Background: an optimization exercise with open tools, aiming at small area and a short achievable clock period. Do not read the settings as production practice. The RTL was checked by simulation tests, not by an equivalence proof against the original design. No activity file was given, so power comes from the tool's default toggle rates.

<file path="flow/flow/run.sh">
#!/bin/bash
# The standard layout (standard.sh, unchanged synthesis) with three extra make settings:
#  - port buffers are plain buf_1 cells instead of the delay buffer buffer_ports picks on its own;
#  - the resizer may change a cell's footprint (sky130hd's config restricts it to the same one);
#  - clock tree synthesis clusters up to 25 sinks within 80 um per leaf buffer and inserts no
#    dummy loads.
# make's full output goes to flow_make.log here; each ORFS step logs under orfs/logs/.
set -uo pipefail
bash standard.sh \
  MATCH_CELL_FOOTPRINT=0 \
  "BUFFER_PORTS_ARGS=-buffer_cell sky130_fd_sc_hd__buf_1" \
  "CTS_ARGS=-sink_clustering_enable -repair_clock_nets -sink_clustering_size 25 -sink_clustering_max_diameter 80 -dont_use_dummy_load" \
  finish > flow_make.log 2>&1
status=$?
tail -20 flow_make.log
exit $status
</file>
<file path="flow/standard.sh">
#!/bin/bash
# synth_recipe.tcl (not shown) runs the flow's synth.tcl, then flattens the netlist and writes it again
# the make line also repeats each setting of config.mk as NAME=value (left out here)
make -C /OpenROAD-flow-scripts/flow DESIGN_CONFIG=/design/flow/config.mk WORK_HOME=/design/flow/orfs CLKGATE_MAP_FILE= SYNTH_SCRIPT=/design/flow/synth_recipe.tcl "${@:-finish}"
</file>
<file path="flow/config.mk">
export PLATFORM = sky130hd
export DESIGN_NAME = decode_stage
export DESIGN_NICKNAME = decode_stage
export VERILOG_FILES = /design/flow/design.v
export SDC_FILE = /design/flow/constraint.sdc
export NUM_CORES = 4
export LEC_CHECK = 0
export CAP_MARGIN = 20
export CORE_MARGIN = 2
export CORE_UTILIZATION = 50
export SETUP_SLACK_MARGIN = 2.5
export SLEW_MARGIN = 20
export SYNTH_HIERARCHICAL = 1
export SYNTH_MINIMUM_KEEP_SIZE = 0
</file>
<file path="flow/constraint.sdc">
create_clock -name core_clock -period 6.0 [get_ports {clk}]
set_input_delay 1.2000 -clock core_clock [delete_from_list [all_inputs] [get_ports {clk}]]
set_output_delay 1.2000 -clock core_clock [all_outputs]
set_load 0.01 [all_outputs]
</file>
<file path="flow/design.v">
package decode_pkg;
  localparam logic [6:0] OP_LUI    = 7'b0110111;
  localparam logic [6:0] OP_AUIPC  = 7'b0010111;
  localparam logic [6:0] OP_JAL    = 7'b1101111;
  localparam logic [6:0] OP_JALR   = 7'b1100111;
  localparam logic [6:0] OP_BRANCH = 7'b1100011;
  localparam logic [6:0] OP_LOAD   = 7'b0000011;
  localparam logic [6:0] OP_STORE  = 7'b0100011;
  localparam logic [6:0] OP_IMM    = 7'b0010011;
  localparam logic [6:0] OP_OP     = 7'b0110011;
  localparam logic [3:0] ALU_ADD  = 4'd0;
  localparam logic [3:0] ALU_SUB  = 4'd1;
  localparam logic [3:0] ALU_AND  = 4'd2;
  localparam logic [3:0] ALU_OR   = 4'd3;
  localparam logic [3:0] ALU_XOR  = 4'd4;
  localparam logic [3:0] ALU_SLL  = 4'd5;
  localparam logic [3:0] ALU_SRL  = 4'd6;
  localparam logic [3:0] ALU_SRA  = 4'd7;
  localparam logic [3:0] ALU_SLT  = 4'd8;
  localparam logic [3:0] ALU_SLTU = 4'd9;
  localparam logic [1:0] JUMP_NONE = 2'b00;
  localparam logic [1:0] JUMP_JAL  = 2'b01;
  localparam logic [1:0] JUMP_JALR = 2'b10;
  typedef struct packed {
    logic [3:0] alu_ctrl;
    logic       mul_en;
    logic       branch;
    logic       mem_read;
    logic       mem_to_reg;
    logic       mem_write;
    logic       alu_src;
    logic       reg_write;
    logic       illegal;
    logic [1:0] jump;
  } ctrl_t;
  function automatic logic [3:0] alu_from_funct3(input logic [2:0] funct3, input logic alt);
    case (funct3)
      3'b000:  alu_from_funct3 = alt ? ALU_SUB : ALU_ADD;
      3'b001:  alu_from_funct3 = ALU_SLL;
      3'b010:  alu_from_funct3 = ALU_SLT;
      3'b011:  alu_from_funct3 = ALU_SLTU;
      3'b100:  alu_from_funct3 = ALU_XOR;
      3'b101:  alu_from_funct3 = alt ? ALU_SRA : ALU_SRL;
      3'b110:  alu_from_funct3 = ALU_OR;
      default: alu_from_funct3 = ALU_AND;
    endcase
  endfunction
endpackage
module regfile_bypass #(
  parameter int XLEN  = 32,
  parameter int NREGS = 32
) (
  input  logic            clk,
  input  logic            rst,
  input  logic            rd_en,      
  input  logic [3:0]      rs1_lo,
  input  logic [7:0]      rs1_hi,
  input  logic            rs1_byp,    
  input  logic            rs1_zero,   
  input  logic [3:0]      rs2_lo,
  input  logic [7:0]      rs2_hi,
  input  logic            rs2_byp,
  input  logic            rs2_zero,
  output logic [XLEN-1:0] rs1_data,
  output logic [XLEN-1:0] rs2_data,
  input  logic            wb_en,
  input  logic [4:0]      wb_rd,
  input  logic [XLEN-1:0] wb_data
);
  localparam int HW = XLEN / 2;
  logic [XLEN-1:0]  regs [1:NREGS-1];
  logic [NREGS-1:1] vld, we, ok;
  logic [HW*(NREGS-1)-1:0] rlo, rhi;    
  logic             wsel1, wsel2;
  genvar i;
  generate
    for (i = 1; i < NREGS; i++) begin : g_reg
      assign we[i] = wb_en && wb_rd == 5'(i);
      always_ff @(posedge clk) begin
        if (we[i]) regs[i] <= wb_data;
      end
      always_ff @(posedge clk or negedge rst) begin
        if (!rst) vld[i] <= 1'b0;
        else if (we[i]) vld[i] <= 1'b1;
      end
      assign ok[i] = rd_en && vld[i] && !we[i];
      assign rlo[HW*(i-1) +: HW] = regs[i][HW-1:0];
      assign rhi[HW*(i-1) +: HW] = regs[i][XLEN-1:HW];
    end
  endgenerate
  assign wsel1 = !rd_en || rs1_byp;
  assign wsel2 = !rd_en || rs2_byp;
  rf_rdslice #(.W(HW)) u_r1lo (.regs(rlo), .wdata(wb_data[HW-1:0]), .lo(rs1_lo), .hi(rs1_hi),
                               .ok(ok), .wsel(wsel1), .zero(rs1_zero), .data(rs1_data[HW-1:0]));
  rf_rdslice #(.W(HW)) u_r1hi (.regs(rhi), .wdata(wb_data[XLEN-1:HW]), .lo(rs1_lo), .hi(rs1_hi),
                               .ok(ok), .wsel(wsel1), .zero(rs1_zero), .data(rs1_data[XLEN-1:HW]));
  rf_rdslice #(.W(HW)) u_r2lo (.regs(rlo), .wdata(wb_data[HW-1:0]), .lo(rs2_lo), .hi(rs2_hi),
                               .ok(ok), .wsel(wsel2), .zero(rs2_zero), .data(rs2_data[HW-1:0]));
  rf_rdslice #(.W(HW)) u_r2hi (.regs(rhi), .wdata(wb_data[XLEN-1:HW]), .lo(rs2_lo), .hi(rs2_hi),
                               .ok(ok), .wsel(wsel2), .zero(rs2_zero), .data(rs2_data[XLEN-1:HW]));
endmodule
module rf_rdslice #(
  parameter int W = 16
) (
  input  logic [31*W-1:0] regs,      
  input  logic [W-1:0]    wdata,
  input  logic [3:0]      lo,
  input  logic [7:0]      hi,
  input  logic [31:1]     ok,
  input  logic            wsel,
  input  logic            zero,
  output logic [W-1:0]    data
);
  logic [32:1] sel;
  logic [W-1:0] src [1:32];
  genvar i, b;
  generate
    for (i = 1; i < 32; i++) begin : g_sel
      assign sel[i] = lo[i % 4] && hi[i / 4] && ok[i];
      assign src[i] = regs[W*(i-1) +: W];
    end
  endgenerate
  assign sel[32] = wsel;
  assign src[32] = wdata;
  generate
    for (b = 0; b < W; b++) begin : g_bit
      logic [10:0] t;
      logic [2:0]  n;
      for (i = 0; i < 10; i++) begin : g_t
        rf_aoi3 u (.a0(src[3*i+1][b]), .s0(sel[3*i+1]), .a1(src[3*i+2][b]), .s1(sel[3*i+2]),
                   .a2(src[3*i+3][b]), .s2(sel[3*i+3]), .y(t[i]));
      end
      rf_aoi2  v  (.a0(src[31][b]), .s0(sel[31]), .a1(src[32][b]), .s1(sel[32]), .y(t[10]));
      rf_nand4 w0 (.a(t[0]), .b(t[1]), .c(t[2]), .d(t[3]), .y(n[0]));
      rf_nand4 w1 (.a(t[4]), .b(t[5]), .c(t[6]), .d(t[7]), .y(n[1]));
      rf_nand3 w2 (.a(t[8]), .b(t[9]), .c(t[10]),          .y(n[2]));
      assign data[b] = (n[0] | n[1] | n[2]) & !zero;
    end
  endgenerate
endmodule
module rf_aoi3 (
  input  logic a0, s0, a1, s1, a2, s2,
  output logic y
);
  assign y = ~(a0 & s0 | a1 & s1 | a2 & s2);
endmodule
module rf_aoi2 (
  input  logic a0, s0, a1, s1,
  output logic y
);
  assign y = ~(a0 & s0 | a1 & s1);
endmodule
module rf_nand4 (
  input  logic a, b, c, d,
  output logic y
);
  assign y = ~(a & b & c & d);
endmodule
module rf_nand3 (
  input  logic a, b, c,
  output logic y
);
  assign y = ~(a & b & c);
endmodule
module decode_stage #(
  parameter int XLEN  = 32,
  parameter int NREGS = 32
) (
  input  logic            clk,
  input  logic            rst,
  input  logic            in_valid,
  output logic            in_ready,
  input  logic [31:0]     in_instr,
  input  logic [XLEN-1:0] in_pc,
  input  logic            flush,
  input  logic            wb_en,
  input  logic [4:0]      wb_rd,
  input  logic [XLEN-1:0] wb_data,
  output logic            out_valid,
  input  logic            out_ready,
  output logic [XLEN-1:0] out_pc,
  output logic [XLEN-1:0] out_rs1_data,
  output logic [XLEN-1:0] out_rs2_data,
  output logic [XLEN-1:0] out_imm,
  output logic [4:0]      out_rs1,
  output logic [4:0]      out_rs2,
  output logic [4:0]      out_rd,
  output logic [3:0]      out_alu_ctrl,
  output logic            out_mul_en,
  output logic            out_branch,
  output logic            out_mem_read,
  output logic            out_mem_to_reg,
  output logic            out_mem_write,
  output logic            out_alu_src,
  output logic            out_reg_write,
  output logic            out_illegal,
  output logic [1:0]      out_jump
);
  localparam int F_U = 0;    
  localparam int F_J = 1;    
  localparam int F_I = 2;    
  localparam int F_B = 3;    
  localparam int F_S = 4;    
  logic [6:0]        opcode, funct7;
  logic [2:0]        funct3;
  logic              use_rs1, use_rs2, use_rd, known;
  logic [4:0]        fmt;
  decode_pkg::ctrl_t ctrl;
  assign opcode = in_instr[6:0];
  assign funct3 = in_instr[14:12];
  assign funct7 = in_instr[31:25];
  always_comb begin
    ctrl    = '0;
    fmt     = '0;
    use_rs1 = 1'b0;
    use_rs2 = 1'b0;
    use_rd  = 1'b0;
    known   = 1'b1;
    case (opcode)
      decode_pkg::OP_LUI, decode_pkg::OP_AUIPC: begin
        fmt[F_U] = 1'b1;
        use_rd = 1'b1; ctrl.alu_src = 1'b1; ctrl.reg_write = 1'b1;
      end
      decode_pkg::OP_JAL: begin
        fmt[F_J] = 1'b1;
        use_rd = 1'b1; ctrl.alu_src = 1'b1; ctrl.reg_write = 1'b1; ctrl.jump = decode_pkg::JUMP_JAL;
      end
      decode_pkg::OP_JALR: begin
        fmt[F_I] = 1'b1;
        use_rs1 = 1'b1; use_rd = 1'b1;
        ctrl.alu_src = 1'b1; ctrl.reg_write = 1'b1; ctrl.jump = decode_pkg::JUMP_JALR;
      end
      decode_pkg::OP_BRANCH: begin
        fmt[F_B] = 1'b1;
        use_rs1 = 1'b1; use_rs2 = 1'b1; ctrl.branch = 1'b1; ctrl.alu_ctrl = decode_pkg::ALU_SUB;
      end
      decode_pkg::OP_LOAD: begin
        fmt[F_I] = 1'b1;
        use_rs1 = 1'b1; use_rd = 1'b1; ctrl.alu_src = 1'b1;
        ctrl.mem_read = 1'b1; ctrl.mem_to_reg = 1'b1; ctrl.reg_write = 1'b1;
      end
      decode_pkg::OP_STORE: begin
        fmt[F_S] = 1'b1;
        use_rs1 = 1'b1; use_rs2 = 1'b1; ctrl.alu_src = 1'b1; ctrl.mem_write = 1'b1;
      end
      decode_pkg::OP_IMM: begin
        fmt[F_I] = 1'b1;
        use_rs1 = 1'b1; use_rd = 1'b1; ctrl.alu_src = 1'b1; ctrl.reg_write = 1'b1;
        ctrl.alu_ctrl = decode_pkg::alu_from_funct3(funct3, funct3 == 3'b101 && funct7[5]);
      end
      decode_pkg::OP_OP: begin
        use_rs1 = 1'b1; use_rs2 = 1'b1; use_rd = 1'b1; ctrl.reg_write = 1'b1;
        if (funct7 == 7'b0000001) begin
          ctrl.mul_en   = 1'b1;
          ctrl.alu_ctrl = {1'b0, funct3};
        end else if (funct7 == 7'b0000000 || funct7 == 7'b0100000) begin
          ctrl.alu_ctrl = decode_pkg::alu_from_funct3(funct3, funct7[5]);
        end else begin
          known = 1'b0;
        end
      end
      default: known = 1'b0;
    endcase
    if (!known) begin
      ctrl.illegal    = 1'b1;
      ctrl.reg_write  = 1'b0;
      ctrl.mem_read   = 1'b0;
      ctrl.mem_to_reg = 1'b0;
      ctrl.mem_write  = 1'b0;
      ctrl.branch     = 1'b0;
      ctrl.mul_en     = 1'b0;
      ctrl.jump       = decode_pkg::JUMP_NONE;
    end
  end
  logic        hz_q, hazard, load, hz_in;
  logic [24:0] ir_q;      
  logic [4:0]  fmt_q;
  logic        use1_q, use2_q, userd_q;
  decode_pkg::ctrl_t ctrl_q;
  assign hazard = hz_q && ((use_rs1 && in_instr[19:15] == ir_q[4:0]) ||
                           (use_rs2 && in_instr[24:20] == ir_q[4:0]));
  assign load     = !out_valid || out_ready;
  decode_ready u_ready (
    .instr     (in_instr),
    .hz        (hz_q),
    .rd        (ir_q[4:0]),
    .out_valid (out_valid),
    .out_ready (out_ready),
    .flush     (flush),
    .in_ready  (in_ready)
  );
  assign hz_in    = opcode == decode_pkg::OP_LOAD && in_instr[11:7] != 5'd0;
  always_ff @(posedge clk or negedge rst) begin
    if (!rst) begin
      out_valid <= 1'b0;
      hz_q      <= 1'b0;
    end else if (flush || (load && hazard)) begin
      out_valid <= 1'b0;
      hz_q      <= 1'b0;
    end else if (load) begin
      out_valid <= in_valid;
      hz_q      <= in_valid && hz_in;
    end
  end
  always_ff @(posedge clk) begin
    if (load) begin
      out_pc  <= in_pc;
      ir_q    <= in_instr[31:7];
      fmt_q   <= fmt;
      use1_q  <= use_rs1;
      use2_q  <= use_rs2;
      userd_q <= use_rd;
      ctrl_q  <= ctrl;
    end
  end
  logic [3:0]  r1lo, r2lo;
  logic [7:0]  r1hi, r2hi;
  logic        byp1, byp2, wb_nz, ref1, ref2;
  logic [XLEN-1:0] rs1_d, rs2_d;
  assign r1lo  = 4'(1) << in_instr[16:15];
  assign r1hi  = 8'(1) << in_instr[19:17];
  assign r2lo  = 4'(1) << in_instr[21:20];
  assign r2hi  = 8'(1) << in_instr[24:22];
  assign wb_nz = wb_en && wb_rd != 5'd0;
  assign byp1  = wb_nz && wb_rd == in_instr[19:15];
  assign byp2  = wb_nz && wb_rd == in_instr[24:20];
  assign ref1 = wb_nz && wb_rd == out_rs1;
  assign ref2 = wb_nz && wb_rd == out_rs2;
  always_ff @(posedge clk) begin
    if (load || ref1) out_rs1_data <= rs1_d;
    if (load || ref2) out_rs2_data <= rs2_d;
  end
  regfile_bypass #(.XLEN(XLEN), .NREGS(NREGS)) u_regfile (
    .clk      (clk),
    .rst      (rst),
    .rd_en    (load),
    .rs1_lo   (r1lo),
    .rs1_hi   (r1hi),
    .rs1_byp  (byp1),
    .rs1_zero (load && !use_rs1),
    .rs2_lo   (r2lo),
    .rs2_hi   (r2hi),
    .rs2_byp  (byp2),
    .rs2_zero (load && !use_rs2),
    .rs1_data (rs1_d),
    .rs2_data (rs2_d),
    .wb_en    (wb_en),
    .wb_rd    (wb_rd),
    .wb_data  (wb_data)
  );
  assign out_rs1 = use1_q  ? ir_q[12:8]  : 5'd0;
  assign out_rs2 = use2_q  ? ir_q[17:13] : 5'd0;
  assign out_rd  = userd_q ? ir_q[4:0]   : 5'd0;
  assign out_imm = ({32{fmt_q[F_U]}} & {ir_q[24:5], 12'b0}) |
                   ({32{fmt_q[F_J]}} & {{12{ir_q[24]}}, ir_q[12:5], ir_q[13], ir_q[23:14], 1'b0}) |
                   ({32{fmt_q[F_I]}} & {{20{ir_q[24]}}, ir_q[24:13]}) |
                   ({32{fmt_q[F_B]}} & {{20{ir_q[24]}}, ir_q[0], ir_q[23:18], ir_q[4:1], 1'b0}) |
                   ({32{fmt_q[F_S]}} & {{20{ir_q[24]}}, ir_q[24:18], ir_q[4:0]});
  assign out_alu_ctrl   = ctrl_q.alu_ctrl;
  assign out_mul_en     = ctrl_q.mul_en;
  assign out_branch     = ctrl_q.branch;
  assign out_mem_read   = ctrl_q.mem_read;
  assign out_mem_to_reg = ctrl_q.mem_read;
  assign out_mem_write  = ctrl_q.mem_write;
  assign out_alu_src    = ctrl_q.alu_src;
  assign out_reg_write  = ctrl_q.reg_write;
  assign out_illegal    = ctrl_q.illegal;
  assign out_jump       = ctrl_q.jump;
endmodule
module decode_ready (
  input  logic [31:0] instr,
  input  logic        hz,          
  input  logic [4:0]  rd,          
  input  logic        out_valid,
  input  logic        out_ready,
  input  logic        flush,
  output logic        in_ready
);
  logic [6:0] op;
  logic       nuse1, nuse2, nload;
  logic [4:0] e1, e2;              
  logic       p1, q1, p2, q2, t1, t2;
  assign op    = instr[6:0];
  assign nuse1 = !(op == decode_pkg::OP_JALR || op == decode_pkg::OP_BRANCH ||
                   op == decode_pkg::OP_LOAD || op == decode_pkg::OP_STORE ||
                   op == decode_pkg::OP_IMM  || op == decode_pkg::OP_OP);
  assign nuse2 = !(op == decode_pkg::OP_BRANCH || op == decode_pkg::OP_STORE ||
                   op == decode_pkg::OP_OP);
  assign nload = (out_valid && !out_ready) || flush;
  genvar k;
  generate
    for (k = 0; k < 5; k++) begin : g_eq
      rdy_xnor2 u_e1 (.a(instr[15+k]), .b(rd[k]), .y(e1[k]));
      rdy_xnor2 u_e2 (.a(instr[20+k]), .b(rd[k]), .y(e2[k]));
    end
  endgenerate
  rdy_nand3  u_p1 (.a(e1[0]), .b(e1[1]), .c(e1[2]), .y(p1));
  rdy_nand2  u_q1 (.a(e1[3]), .b(e1[4]), .y(q1));
  rdy_nand3  u_p2 (.a(e2[0]), .b(e2[1]), .c(e2[2]), .y(p2));
  rdy_nand2  u_q2 (.a(e2[3]), .b(e2[4]), .y(q2));
  rdy_nor3   u_t1 (.a(p1), .b(q1), .c(nuse1), .y(t1));      
  rdy_nor3   u_t2 (.a(p2), .b(q2), .c(nuse2), .y(t2));      
  rdy_a221oi u_r  (.a1(hz), .a2(t1), .b1(hz), .b2(t2), .c1(nload), .y(in_ready));
endmodule
module rdy_xnor2 (input logic a, b, output logic y);
  assign y = ~(a ^ b);
endmodule
module rdy_nand2 (input logic a, b, output logic y);
  assign y = ~(a & b);
endmodule
module rdy_nand3 (input logic a, b, c, output logic y);
  assign y = ~(a & b & c);
endmodule
module rdy_nor3 (input logic a, b, c, output logic y);
  assign y = ~(a | b | c);
endmodule
module rdy_a221oi (input logic a1, a2, b1, b2, c1, output logic y);
  assign y = ~(a1 & a2 | b1 & b2 | c1);
endmodule
</file>
==> impl_metrics.yaml, run 1 <==
worst_setup_path:
  crit_fanout: 16
  max_stage_delay_ps: 540
  end_kind: "flop"
  r2r_slack_ps: 2750
  required_ps: 6370
  path_cells: "clkbuf_4 -> nand4b_1 -> buf_4 -> buf_4 -> o211a_1 -> and3_1 -> a222oi_1 -> nand4_1 -> nor3_2 -> nor2_2"
  critPathTopFamily: "simple AND/OR/NAND/NOR gates"
  crit_buf_inv: 3
  cp_slowest_cell: "and3_1"
  worstSetupPathType: "in -> reg"
  r2r-start: "out_valid"
  start_kind: "input port"
  crit_top_cell: "buf_4"
  r2r_cells: 11
  regToRegEndpoint: "out_rs2_data[23]"
  arrival_ps: 3900
synth:
  synth_area_leader_cell: "edfxtp_1"
  yosys-top-cells-area: "edfxtp_1, a222oi_1, dfrtp_1"
  syn_inst: 2713
  synth_most_common_cell: "edfxtp_1"
  ys_types: 64
  synth_seq_cells: 1167
  avgSynthCellArea_um2: 17.4
  syn-num-nets: 2820
  synth_common_cells: "edfxtp_1, a222oi_1, nand4_1, and3_1"
  ys_async_sr_fraction_pct: 2.83
  synth_edf_count: 1134
  ys_seq_area_share_pct: 73.8
  synth_flop_cell: "edfxtp_1"
  ys_warn_count: 12
  syn_area_um2: 47300
  synth_top_area_share_pct: 72.0
floorplan:
  io_pins: 266
  die_y_um: 311
  coreArea_um2: 93500
  rows: 112
  dieWidth_um: 311
  die_area_um2: 97000
  start_util_pct: 50.6
place:
  globalplace.congestion: 0.974
  dpl.cell_count: 4283
  hpwl_um: 105000
  portBuffers: 265
cts:
  htree_levels: 2
  clk_pin_slew_ps: 90
  cts_buffers: 55
  clkSinkCount: 1167
  cts_root_buf: "clkbuf_16"
  clock_latency_ps: 680
  clockBufferDepth: 3
  cts_tree: "done"
sta:
  drv_slew: 0
  setup_tns_ps: 0
  setup_viol: 0
  worst_pin_slew_ps: 1200
  finalHoldViolCount: 0
  finalCritPeriodShare_pct: 58.8
  slew_headroom_pct: 20.2
  fin_skew_ps: 49.5
  max_freq_mhz: 284
  rsz0062_at_grt: "yes"
  min_period_ps: 3530
min_path:
  worstHoldEndpoint: "u_regfile.vld[2]"
  whs_path_depth: 1
  hp-class: "reg -> reg"
  holdCritStartpoint: "u_regfile.vld[2]"
global_routing:
  grt_max_degree: 80
  grt_pass1_wl_um: 234000
  grt_pass1_vias: 33000
  grt-ovfl-total: 0
  track_usage_pct: 33.4
  grt_antenna_before_repair: 6
power_and_ir_drop:
  power.density_nw_per_um2: 274
  power.leakage_uw: 0.0166
  ir_drop_mv: 0.288
detailed_routing:
  initialDrtViolationCount: 7951
  wl_per_cell_um: 38.5
  wirelength_um: 168000
  via_per_inst: 7.81
  dr.pass1.iters: 12
  vias: 34100
  ant_nets: 0
  drcViolationCount: 0
layout:
  instances_no_fill: 4373
  syn2layout_area_growth_pct: 12.0
  multi_input_area_um2: 13000
  layout.nets: 3224
  fillers: 7327
  ff_latch_area_um2: 34900
  drive_gt1_share_pct: 16.8
run:
  max_cap_viol_count: 0
status:
  status: "finished clean"
==> area by class of cell <==
class                      instances  share of cell area (%)
clock buffer                      55                    2.60
timing repair inverter             1                  0.0142
multi-input combinational       1491                    24.6
antenna                            4                  0.0189
sequential                      1167                    65.9
inverter                           5                  0.0425
tap                             1254                    2.96
timing repair buffer             396                    3.91
==> stage by stage <==
| step | hold WS (ps) | cell area (µm²) | power [µW] | setup slack, ps | utilization [%] |
|---|---|---|---|---|---|
| final | 466 | 53000 | 14500 | 2470 | 56.7 |
| after floorplan | 428 | 47900 | 9970 | 1740 | - |
| after CTS | 466 | 52700 | 14500 | 2460 | 56.3 |
| after detailed placement | 450 | 51100 | 10600 | 1160 | 54.7 |
| after global placement | 440 | 51100 | 10500 | 1240 | 54.7 |
| after global routing | 490 | 52900 | 14900 | 2450 | 56.6 |
==> worst reg2reg max path: stages (launching register included) <==
cell        delay, ps
dfrtp_1           380
nor2b_1           160
buf_6             190
clkinvlp_4        120
buf_12            160
buf_4             160
o211a_1           170
and3_1            540
a222oi_1          420
nand4_1           360
nor3_2            280
nor2_2             50
==> sequential cells by signal, summed over array words and instances, names as in the netlist, 5 cells and up <==
name	cells
ctrl_q	13
u_regfile.vld	31
out_rs1_data	32
fmt_q	5
out_pc	32
u_regfile.regs	992
out_rs2_data	32
ir_q	25
==> per-module statistics from Yosys, one instance, submodules excluded, excerpt <==
module        area (µm²)  times used  flip-flops and latches  cells inside
rdy_xnor2           8.76          10                       0             1
rf_nand3            5.00          64                       0             1
rdy_nand3           5.00           2                       0             1
rf_nand4            6.26         128                       0             1
rf_aoi3             10.0         640                       0             1
rdy_nor3            10.0           2                       0             1
decode_stage        5690           1                     144           371
rdy_a221oi          15.0           1                       0             1
rf_aoi2             12.5          64                       0             1
decode_ready        55.1           1                       0             8
rdy_nand2           3.75           2                       0             1
==> where the power goes <==
part | total, µW | internal, µW | switching [µW]
Clock | 4040 | 1630 | 2410
Sequential | 9260 | 9130 | 120
Combinational | 1200 | 347 | 848
==> worst max path at each step <==
stage / start / endpoint / slack, ps / cells past startpoint
floorplan: out_ready / out_rs2_data[17] / 1740 / 10
global placement: wb_rd[2] / out_rs2_data[7] / 1240 / 10
detailed placement: wb_rd[2] / out_rs1_data[15] / 1160 / 8
CTS: wb_rd[4] / out_rs2_data[4] / 2460 / 8
global route: wb_rd[4] / out_rs2_data[7] / 2450 / 10
finish: wb_rd[4] / out_rs2_data[23] / 2470 / 10
==> logic make-up after synthesis <==
group | Yosys count | synth area share (%)
flops | 1167 | 73.8
compound gates | 806 | 17.0
simple gates | 645 | 7.76
buf+inv | 55 | 0.686
xor+xnor | 40 | 0.741
==> layer usage <==
layer  up-vias  GRT usage, %  wire length [µm]
li1      13500             -                 -
met1     17300          44.8             61200
met2      2907          52.4             77200
met3       399          10.4             24400
met4         4          10.1              5410
met5         -             0                32
==> what timing repair did <==
item	CTS	global route
resized for setup	41	42
pin swaps	7	16
setup buffers	7	23
gates cloned	1	0
setup endpoints to repair	127	64
hold buffers	0	0
==> cell usage in the layout, fill, tap and decap left out, types with 29 or more instances in the layout <==
master	count
clkbuf_16	55
nand2_1	41
nand4_1	131
a222oi_1	640
nor2_1	42
nor3_1	33
and3_4	84
edfxtp_1	1134
a22oi_2	64
buf_1	243
nor2_4	29
nor2_2	41
dfrtp_1	33
nand3_1	73
buf_4	125
nor3_2	39
==> inputs of run 2 (changes only) <==
--- a/flow/config.mk
+++ b/flow/config.mk
@@ -8,7 +8,7 @@
 export CAP_MARGIN = 20
 export CORE_MARGIN = 2
 export CORE_UTILIZATION = 50
-export SETUP_SLACK_MARGIN = 2.5
+export SETUP_SLACK_MARGIN = 2.75
 export SLEW_MARGIN = 20
 export SYNTH_HIERARCHICAL = 1
 export SYNTH_MINIMUM_KEEP_SIZE = 0
==> impl_metrics.yaml, run 2 <==
status:
  status: "finished clean"
global_routing:
  grt_pass1_wl_um: 249000
  grt_max_degree: 80
  grt-ovfl-total: 0
  grt_pass1_vias: 34100
  track_usage_pct: 35.8
  grt_antenna_before_repair: 3
sta:
  rsz0062_at_grt: "yes"
  setup_viol: 0
  drv_slew: 0
  max_freq_mhz: 291
  finalHoldViolCount: 0
  slew_headroom_pct: 17.4
  finalCritPeriodShare_pct: 57.3
  setup_tns_ps: 0
  min_period_ps: 3440
  worst_pin_slew_ps: 1230
  fin_skew_ps: 51.3
layout:
  largest_reg_flops: 992
  layout.nets: 3361
  regMostFlops: "u_regfile.regs"
  syn2layout_area_growth_pct: 16.0
  fillers: 7058
  drive_gt1_share_pct: 21.9
  layout_common_cells: "edfxtp_1, a222oi_1, buf_1, buf_4, nand4_1"
  mostFrequentLayoutCell: "edfxtp_1"
  final_util_pct: 58.6
detailed_routing:
  initialDrtViolationCount: 8659
  wl_per_cell_um: 40.4
  dr.pass1.iters: 13
  ant_nets: 0
  via_per_inst: 7.88
  drcViolationCount: 0
  vias: 35500
  wirelength_um: 182000
synth:
  avgSynthCellArea_um2: 17.4
  synth_seq_cells: 1167
  synth_top_area_share_pct: 72.0
  synth_area_leader_cell: "edfxtp_1"
  ys_warn_count: 12
  ys_types: 64
  synth_edf_count: 1134
  syn_area_um2: 47300
  yosys-top-cells-area: "edfxtp_1, a222oi_1, dfrtp_1"
  ys_seq_area_share_pct: 73.8
  synth_common_cells: "edfxtp_1, a222oi_1, nand4_1, and3_1"
  syn_inst: 2713
  syn-num-nets: 2820
  synth_most_common_cell: "edfxtp_1"
  ys_async_sr_fraction_pct: 2.83
  synth_flop_cell: "edfxtp_1"
worst_setup_path:
  max_stage_delay_ps: 630
  end_kind: "flop"
  worstSetupPathType: "in -> reg"
  cp_slowest_cell: "nand4_1"
  start_kind: "input port"
  arrival_ps: 3820
  critPathTopFamily: "simple AND/OR/NAND/NOR gates"
  crit_buf_inv: 3
  crit_fanout: 8
  required_ps: 6380
  path_cells: "buf_12 -> buf_8 -> nand4b_1 -> buf_6 -> o211a_4 -> and3_4 -> a222oi_1 -> nand4_1 -> nor3_4 -> nor2_2"
floorplan:
  dieWidth_um: 311
  rows: 112
  io_pins: 266
  coreArea_um2: 93500
  die_area_um2: 97000
  die_y_um: 311
  start_util_pct: 50.6
cts:
  clk_pin_slew_ps: 90
  cts-hold-fix-buffers: 0
  clockBufferDepth: 3
  htree_levels: 2
  cts_buffers: 56
  cts_tree: "done"
  cts_root_buf: "clkbuf_16"
  clock_latency_ps: 700
  clkSinkCount: 1167
place:
  globalplace.congestion: 0.922
  portBuffers: 265
  hpwl_um: 108000
power_and_ir_drop:
  power_frac_comb_pct: 9.1
  switching_share_pct: 23.6
  ir_drop_mv: 0.264
  p_clk_share_pct: 27.9
  power.leakage_uw: 0.0175
  p_sw_uw: 3470
  total_power_uw: 14700
  p_int_uw: 11200
  seqPwrFrac_pct: 63.0
  power.density_nw_per_um2: 268
run:
  max_cap_viol_count: 0
min_path:
  hp-class: "reg -> reg"
==> run 2: cell counts after synthesis <==
No cell type changed its count.
==> run 2: cell type report <==
cell class                 count  area [µm²]  share of cell area (%)
sequential                  1167       34900                    63.6
inverter                       5        22.5                  0.0411
clock buffer                  56        1400                    2.56
antenna                        1        2.50                 0.00456
tap                         1254        1570                    2.86
timing repair inverter         1        7.51                  0.0137
multi-input combinational   1498       13400                    24.5
timing repair buffer         525        3510                    6.40
==> run 2: layer usage <==
layer	share of wire, %	wire length, µm	GRT usage, %
met1	35	62800	47.4
met2	44	80700	54.3
met5	0	0	0.346
met4	7.1	13000	21.8
met3	14	25400	7.83
==> run 2: cells by family (layout without fill, tap and decap cells) <==
logic type	count (synthesis)	in the layout	synth area share [%]
XOR/XNOR	40	40	0.741
buffers and inverters	55	587	0.686
AO/OA/AOI/OAI	806	806	17.0
other	0	1	0
flip-flops	1167	1167	73.8
AND/OR/NAND/NOR	645	652	7.76
==> run 2: modules after synthesis (local to each module, per instance), a selection <==
module | cells | flip-flops and latches | area [µm²] | copies in the design
decode_stage | 371 | 144 | 5690 | 1
rf_nand3 | 1 | 0 | 5.00 | 64
rdy_nand3 | 1 | 0 | 5.00 | 2
rdy_a221oi | 1 | 0 | 15.0 | 1
rf_aoi2 | 1 | 0 | 12.5 | 64
rdy_nand2 | 1 | 0 | 3.75 | 2
rf_nand4 | 1 | 0 | 6.26 | 128
decode_ready | 8 | 0 | 55.1 | 1
==> run 2: power by group through the flow <==
| stage | logic (µW) | clock network, µW | registers, µW |
|---|---|---|---|
| 5_1_grt | 1360 | 4390 | 9280 |
| 6_report | 1330 | 4100 | 9260 |
| 2_1_floorplan | 552 | 0 | 9420 |
| 3_3_place_gp | 1120 | 0 | 9430 |
| 4_1_cts | 1210 | 4120 | 9250 |
| 3_5_place_dp | 1140 | 0 | 9430 |
==> run 2: what timing repair did <==
action,CTS,global route
pin swaps,58,65
resized for setup,166,94
setup endpoints to repair,136,71
gates cloned,3,9
setup buffers,73,79
==> run 2: metrics by stage <==
stage | worst slack (ps) | area [µm²] | hold WS (ps) | cells
2_1_floorplan | 1750 | 47900 | 428 | 2713
3_3_place_gp | 1190 | 51100 | 437 | 4284
3_5_place_dp | 1130 | 51100 | 446 | 4285
4_1_cts | 2650 | 53700 | 467 | 4417
5_1_grt | 2630 | 54800 | 479 | 4506
6_report | 2560 | 54800 | 466 | 4507
==> run 2: worst paths after layout <==
path | from | to | slack [ps] | cells after the start
max in group asynchronous | rst | u_regfile.vld[22] | 4650 | 1
max reg2reg | out_valid | out_rs2_data[26] | 2840 | 11
min | u_regfile.vld[2] | u_regfile.vld[2] | 470 | 1
max | wb_rd[3] | out_rs2_data[2] | 2560 | 10
min reg2reg | u_regfile.vld[2] | u_regfile.vld[2] | 470 | 1
min in group asynchronous | rst | u_regfile.vld[25] | 680 | 1
==> inputs of run 3 (changes only) <==
--- a/flow/config.mk
+++ b/flow/config.mk
@@ -7,7 +7,7 @@
 export LEC_CHECK = 0
 export CAP_MARGIN = 20
 export CORE_MARGIN = 2
-export CORE_UTILIZATION = 50
+export CORE_UTILIZATION = 45
 export SETUP_SLACK_MARGIN = 2.75
 export SLEW_MARGIN = 20
 export SYNTH_HIERARCHICAL = 1
==> impl_metrics.yaml, run 3 <==
layout:
  mostFrequentLayoutCell: "edfxtp_1"
  drive_gt1_share_pct: 21.2
  layout_common_cells: "edfxtp_1, a222oi_1, buf_1, buf_4, nand4_1"
  multi_input_area_um2: 13400
  largest_reg_flops: 992
  ff_latch_area_um2: 34900
  syn2layout_area_growth_pct: 15.6
  regMostFlops: "u_regfile.regs"
  instances_no_fill: 4609
  layout.nets: 3334
  fillers: 8340
cts:
  cts_buffers: 56
  cts_tree: "done"
  clock_latency_ps: 700
  htree_levels: 2
  cts-hold-fix-buffers: 0
  cts_root_buf: "clkbuf_16"
  clk_pin_slew_ps: 100
  clkSinkCount: 1167
  clockBufferDepth: 3
power_and_ir_drop:
  power.density_nw_per_um2: 269
  ir_drop_mv: 0.224
  power.leakage_uw: 0.0173
worst_setup_path:
  r2r_cells: 10
  start_kind: "input port"
  arrival_ps: 3800
  r2r-start: "out_valid"
  crit_path_end: "out_rs1_data[13]"
  startpoint: "wb_rd[1]"
  regToRegEndpoint: "out_rs1_data[13]"
  required_ps: 6380
  r2r_slack_ps: 2850
  end_kind: "flop"
  crit_fanout: 16
  worstSetupPathType: "in -> reg"
floorplan:
  dieWidth_um: 328
  coreArea_um2: 104000
  die_y_um: 328
  io_pins: 266
  die_area_um2: 108000
  start_util_pct: 45.5
  rows: 118
sta:
  setup_viol: 0
  finalHoldViolCount: 0
  min_period_ps: 3420
  worst_pin_slew_ps: 1150
  drv_slew: 0
  finalCritPeriodShare_pct: 57.0
  max_freq_mhz: 292
  rsz0062_at_grt: "yes"
  setup_tns_ps: 0
  fin_skew_ps: 73.3
  slew_headroom_pct: 22.8
global_routing:
  grt_pass1_vias: 33500
  track_usage_pct: 31.5
  grt_max_degree: 80
  grt_pass1_wl_um: 244000
  grt-ovfl-total: 0
  grt_antenna_before_repair: 5
place:
  hpwl_um: 108000
  portBuffers: 265
  globalplace.congestion: 0.898
  dpl.cell_count: 4405
detailed_routing:
  vias: 35000
  wl_per_cell_um: 38.9
  dr.pass1.iters: 14
  via_per_inst: 7.60
  ant_nets: 0
  initialDrtViolationCount: 8210
  drcViolationCount: 0
  wirelength_um: 179000
synth:
  avgSynthCellArea_um2: 17.4
  synth_most_common_cell: "edfxtp_1"
  syn_inst: 2713
  synth_common_cells: "edfxtp_1, a222oi_1, nand4_1, and3_1"
  syn_area_um2: 47300
  ys_warn_count: 12
  yosys-top-cells-area: "edfxtp_1, a222oi_1, dfrtp_1"
  synth_flop_cell: "edfxtp_1"
  synth_edf_count: 1134
  ys_types: 64
  synth_area_leader_cell: "edfxtp_1"
  synth_top_area_share_pct: 72.0
  synth_seq_cells: 1167
  syn-num-nets: 2820
  ys_async_sr_fraction_pct: 2.83
  ys_seq_area_share_pct: 73.8
run:
  max_cap_viol_count: 0
min_path:
  hp-class: "reg -> reg"
status:
  status: "finished clean"
run 3: layer usage:
metal	vias up	global-route usage [%]	wire length, µm
li1	13800	-	-
met5	-	0	30
met3	468	6.50	24000
met1	17600	41.7	63100
met4	4	15.3	10100
met2	3158	49.9	81900
run 3: where the power goes:
group | leakage (µW) | switching, µW | internal (µW) | total (µW)
combinational | 0.00573 | 895 | 412 | 1310
sequential | 0.0109 | 132 | 9140 | 9270
clock | 0.000690 | 2440 | 1660 | 4100
run 3: how the worst min path moves through the flow:
stage | startpoint | endpoint | cells after the start
6_report | u_regfile.vld[2] | u_regfile.vld[2] | 1
5_1_grt | u_regfile.vld[2] | u_regfile.vld[2] | 1
4_1_cts | u_regfile.vld[2] | u_regfile.vld[2] | 1
3_5_place_dp | u_regfile.vld[2] | u_regfile.vld[2] | 1
3_3_place_gp | u_regfile.vld[1] | u_regfile.vld[1] | 1
2_1_floorplan | u_regfile.vld[1] | u_regfile.vld[1] | 1
run 3: cell families (layout without fill, tap and decap cells):
| kind of cell | count (synthesis) | in the layout | synth area share (%) |
|---|---|---|---|
| DFF | 1167 | 1167 | 73.8 |
| xor gates and xnor gates | 40 | 40 | 0.741 |
| other | 0 | 4 | 0 |
| and+or+nand+nor | 645 | 655 | 7.76 |
| AOI/OAI and AO/OA | 806 | 807 | 17.0 |
| buffers and inverters | 55 | 556 | 0.686 |
run 3: Yosys stat by module, one instance, submodules excluded, excerpt:
module        flops+latches  cell area [µm²]  copies in the design  cells inside
decode_ready              0             55.1                     1             8
decode_stage            144             5690                     1           371
rdy_a221oi                0             15.0                     1             1
rdy_nand2                 0             3.75                     2             1
rdy_nand3                 0             5.00                     2             1
rdy_nor3                  0             10.0                     2             1
rdy_xnor2                 0             8.76                    10             1
rf_aoi2                   0             12.5                    64             1
rf_aoi3                   0             10.0                   640             1
rf_nand3                  0             5.00                    64             1
rf_nand4                  0             6.26                   128             1
run 3: layout make-up:
cell class	count	area share, %
Antenna cell	4	0.0183
Clock buffer	56	2.56
Inverter	5	0.0412
Multi-Input combinational cell	1502	24.6
Sequential cell	1167	63.8
Tap cell	1380	3.16
Timing Repair Buffer	494	5.79
Timing Repair inverter	1	0.0137
run 3: worst max-delay path, cell delays in order:
cell and delay (ps):
buf_12 110, buf_12 130, buf_4 150, or2_4 300
o211a_4 310, and3_4 300, a222oi_1 410, nand4_1 470
nor3_2 320, nor2_1 70
run 3: what timing repair did:
| item | in CTS | in global routing |
|---|---|---|
| setup endpoints to repair | 193 | 78 |
| hold endpoints to repair | 0 | 0 |
| pin swaps | 66 | 108 |
| gates cloned | 4 | 10 |
| buffers inserted | 68 | 62 |
| resized for setup | 181 | 85 |
run 3: through the flow:
step,utilization [%],area [µm²],power (µW),setup slack (ps),hold WS (ps)
global route,52.7,54700,15000,2560,494
finish,52.7,54700,14700,2580,466
CTS,51.7,53700,14600,2600,466
floorplan,-,47900,9970,1750,428
detailed placement,49.3,51200,10600,992,445
global placement,49.3,51200,10500,1100,437
==> inputs of run 4 (changes only) <==
--- a/flow/config.mk
+++ b/flow/config.mk
@@ -7,8 +7,8 @@
 export LEC_CHECK = 0
 export CAP_MARGIN = 20
 export CORE_MARGIN = 2
-export CORE_UTILIZATION = 45
-export SETUP_SLACK_MARGIN = 2.75
+export CORE_UTILIZATION = 50
+export SETUP_SLACK_MARGIN = 2.6
 export SLEW_MARGIN = 20
 export SYNTH_HIERARCHICAL = 1
 export SYNTH_MINIMUM_KEEP_SIZE = 0
==> impl_metrics.yaml, run 4 <==
status:
  status: "finished clean"
floorplan:
  dieWidth_um: 311
  die_area_um2: 97000
  coreArea_um2: 93500
  start_util_pct: 50.6
  io_pins: 266
  die_y_um: 311
  rows: 112
place:
  portBuffers: 265
  hpwl_um: 104000
  pre_cts_ws_ps: 1020
  dpl.cell_count: 4279
  globalplace.congestion: 0.971
synth:
  syn-num-nets: 2820
  synth_top_area_share_pct: 72.0
  synth_area_leader_cell: "edfxtp_1"
  synth_flop_cell: "edfxtp_1"
  syn_inst: 2713
  synth_common_cells: "edfxtp_1, a222oi_1, nand4_1, and3_1"
  ys_seq_area_share_pct: 73.8
  ys_async_sr_fraction_pct: 2.83
  avgSynthCellArea_um2: 17.4
  yosys-top-cells-area: "edfxtp_1, a222oi_1, dfrtp_1"
  syn_area_um2: 47300
  synth_most_common_cell: "edfxtp_1"
  ys_warn_count: 12
  synth_seq_cells: 1167
  synth_edf_count: 1134
  ys_types: 64
layout:
  mostFrequentLayoutCell: "edfxtp_1"
  instances_no_fill: 4386
  final_util_pct: 57.1
  regMostFlops: "u_regfile.regs"
  multi_input_area_um2: 13200
  layout.nets: 3237
  layout_common_cells: "edfxtp_1, a222oi_1, buf_1, nand4_1, buf_4"
  ff_latch_area_um2: 34900
  fillers: 7321
  drive_gt1_share_pct: 18.1
  syn2layout_area_growth_pct: 12.9
  largest_reg_flops: 992
cts:
  htree_levels: 2
  cts_root_buf: "clkbuf_16"
  clkSinkCount: 1167
  cts-hold-fix-buffers: 0
  clk_pin_slew_ps: 100
  cts_tree: "done"
  clockBufferDepth: 3
  clock_latency_ps: 680
  cts_buffers: 55
sta:
  slew_headroom_pct: 24.3
  rsz0062_at_grt: "yes"
  setup_viol: 0
  worst_pin_slew_ps: 1130
  setup_tns_ps: 0
  finalHoldViolCount: 0
  finalCritPeriodShare_pct: 57.7
  fin_skew_ps: 43.8
  max_freq_mhz: 289
  finalWorstSetupSlack_ps: 2540
  drv_slew: 0
  min_period_ps: 3460
worst_setup_path:
  startpoint: "in_instr[21]"
  start_kind: "input port"
  crit_fanout: 16
  required_ps: 6420
  arrival_ps: 3880
  max_stage_delay_ps: 540
  r2r_cells: 10
  cp_slowest_cell: "and3_2"
  end_kind: "flop"
  path_cells: "buf_1 -> buf_6 -> buf_4 -> and2_1 -> and3_2 -> a222oi_1 -> nand4_1 -> nor3_2 -> nor2_2"
  r2r-start: "out_valid"
  r2r_slack_ps: 2760
  worstSetupPathType: "in -> reg"
detailed_routing:
  initialDrtViolationCount: 8132
  dr.pass1.iters: 13
  ant_nets: 0
  wl_per_cell_um: 39.2
  via_per_inst: 7.81
  drcViolationCount: 0
  vias: 34200
  wirelength_um: 172000
power_and_ir_drop:
  power.density_nw_per_um2: 273
  power.leakage_uw: 0.0167
  ir_drop_mv: 0.219
min_path:
  hp-class: "reg -> reg"
  whs_path_depth: 1
  holdCritStartpoint: "u_regfile.vld[1]"
global_routing:
  grt_pass1_vias: 33100
  grt_pass1_wl_um: 239000
  grt_antenna_before_repair: 7
  grt-ovfl-total: 0
  grt_max_degree: 80
  track_usage_pct: 34.1
run:
  max_cap_viol_count: 0
[run 4: cell counts after synthesis]
Identical to the previous run, type by type.
[run 4: layer usage]
metal / share of wire, % / vias up / track usage [%]
met2: 46 / 2809 / 53.7
met4: 6.9 / 6 / 20.6
met5: 0.019 / - / 0
li1: - / 13600 / -
met3: 12 / 482 / 5.53
met1: 35 / 17400 / 44.9
[run 4: kinds of logic (layout without fill, tap and decap cells)]
group           after synthesis  in the layout  share of synthesized area, %
buf+inv                      55            467                         0.686
xor+xnor                     40             40                         0.741
flops                      1167           1167                          73.8
other cells                   0              4                             0
simple gates                645            648                          7.76
compound gates              806            806                          17.0
[run 4: worst max-delay path: cells and delay by family]
kind	cells	cell delay, ps
buffers and inverters	3	370
AO/OA/AOI/OAI	1	370
AND/OR/NAND/NOR	5	1900
[run 4: cell type report]
type / instances / area share (%)
clock buffers: 55 / 2.58
diodes: 4 / 0.0188
multi-input cells: 1494 / 24.7
repair buffers: 405 / 4.27
flip-flops and latches: 1167 / 65.4
repair inverters: 2 / 0.0235
well taps: 1254 / 2.94
inverters: 5 / 0.0422
[run 4: per-module statistics from Yosys, one instance, submodules excluded, a selection]
module | cells inside | copies in the design | area, µm²
rdy_xnor2 | 1 | 10 | 8.76
rf_nand3 | 1 | 64 | 5.00
rf_aoi2 | 1 | 64 | 12.5
rdy_a221oi | 1 | 1 | 15.0
decode_ready | 8 | 1 | 55.1
rf_aoi3 | 1 | 640 | 10.0
decode_stage | 371 | 1 | 5690
rf_nand4 | 1 | 128 | 6.26
[run 4: worst paths after layout]
check                                    endpoint
worst max-delay path              out_rs2_data[5]
worst min-delay path             u_regfile.vld[1]
worst max register to register    out_rs1_data[5]
worst min register to register   u_regfile.vld[1]
max in group asynchronous       u_regfile.vld[22]
min in group asynchronous       u_regfile.vld[30]
[run 4: repair_timing]
item | in CTS | in global routing
buffers inserted | 23 | 18
pin swaps | 24 | 27
resized for setup | 107 | 49
gates cloned | 2 | 3
setup endpoints to repair | 188 | 74
[run 4: report_power, final]
| group | leakage [µW] | switching (µW) | internal [µW] | total, µW |
|---|---|---|---|---|
| Combinational | 0.00513 | 862 | 364 | 1230 |
| Clock | 0.000678 | 2420 | 1630 | 4060 |
| Sequential | 0.0109 | 132 | 9130 | 9270 |
[run 4: metrics by stage]
stage / total power (µW) / hold WS [ps] / cell area (µm²)
6_report: 14500 / 476 / 53300
5_1_grt: 14900 / 497 / 53300
4_1_cts: 14500 / 472 / 52900
3_5_place_dp: 10600 / 449 / 51100
3_3_place_gp: 10500 / 443 / 51100
2_1_floorplan: 9970 / 428 / 48000

[separate check: timing with driven ports]
The results above use ideal ports. As a check the final layouts listed here were re-extracted and re-timed, cells and wires unchanged. Step 1 sets driving cells, clkbuf_16 on the clock port and buf_2 on the other inputs (assumed; they add their load-dependent delay and slew). Step 2, shift: input delay + t, output delay - t, t = (earliest + latest rising clock arrival at the registers) / 2. This alone moves slack from input paths to output paths. Slacks: ideal ports / drivers / drivers and shift; pairs: ideal ports / drivers.
run | shift t [ns] | setup slack, ns | worst setup path at the end
run 1 | 0.728 | 2.473 / 2.457 / 1.786 | input to register
run 2 | 0.740 | 2.559 / 2.510 / 1.770 | input to register
run 3 | 0.730 | 2.580 / 2.541 / 1.858 | input to register
run 4 | 0.734 | 2.538 / 2.513 / 1.779 | input to register
After both steps every run listed still meets setup and hold. For run 2, which loses most, drivers alone change the setup slack by -0.049 ns; drivers and shift together by -0.789 ns.
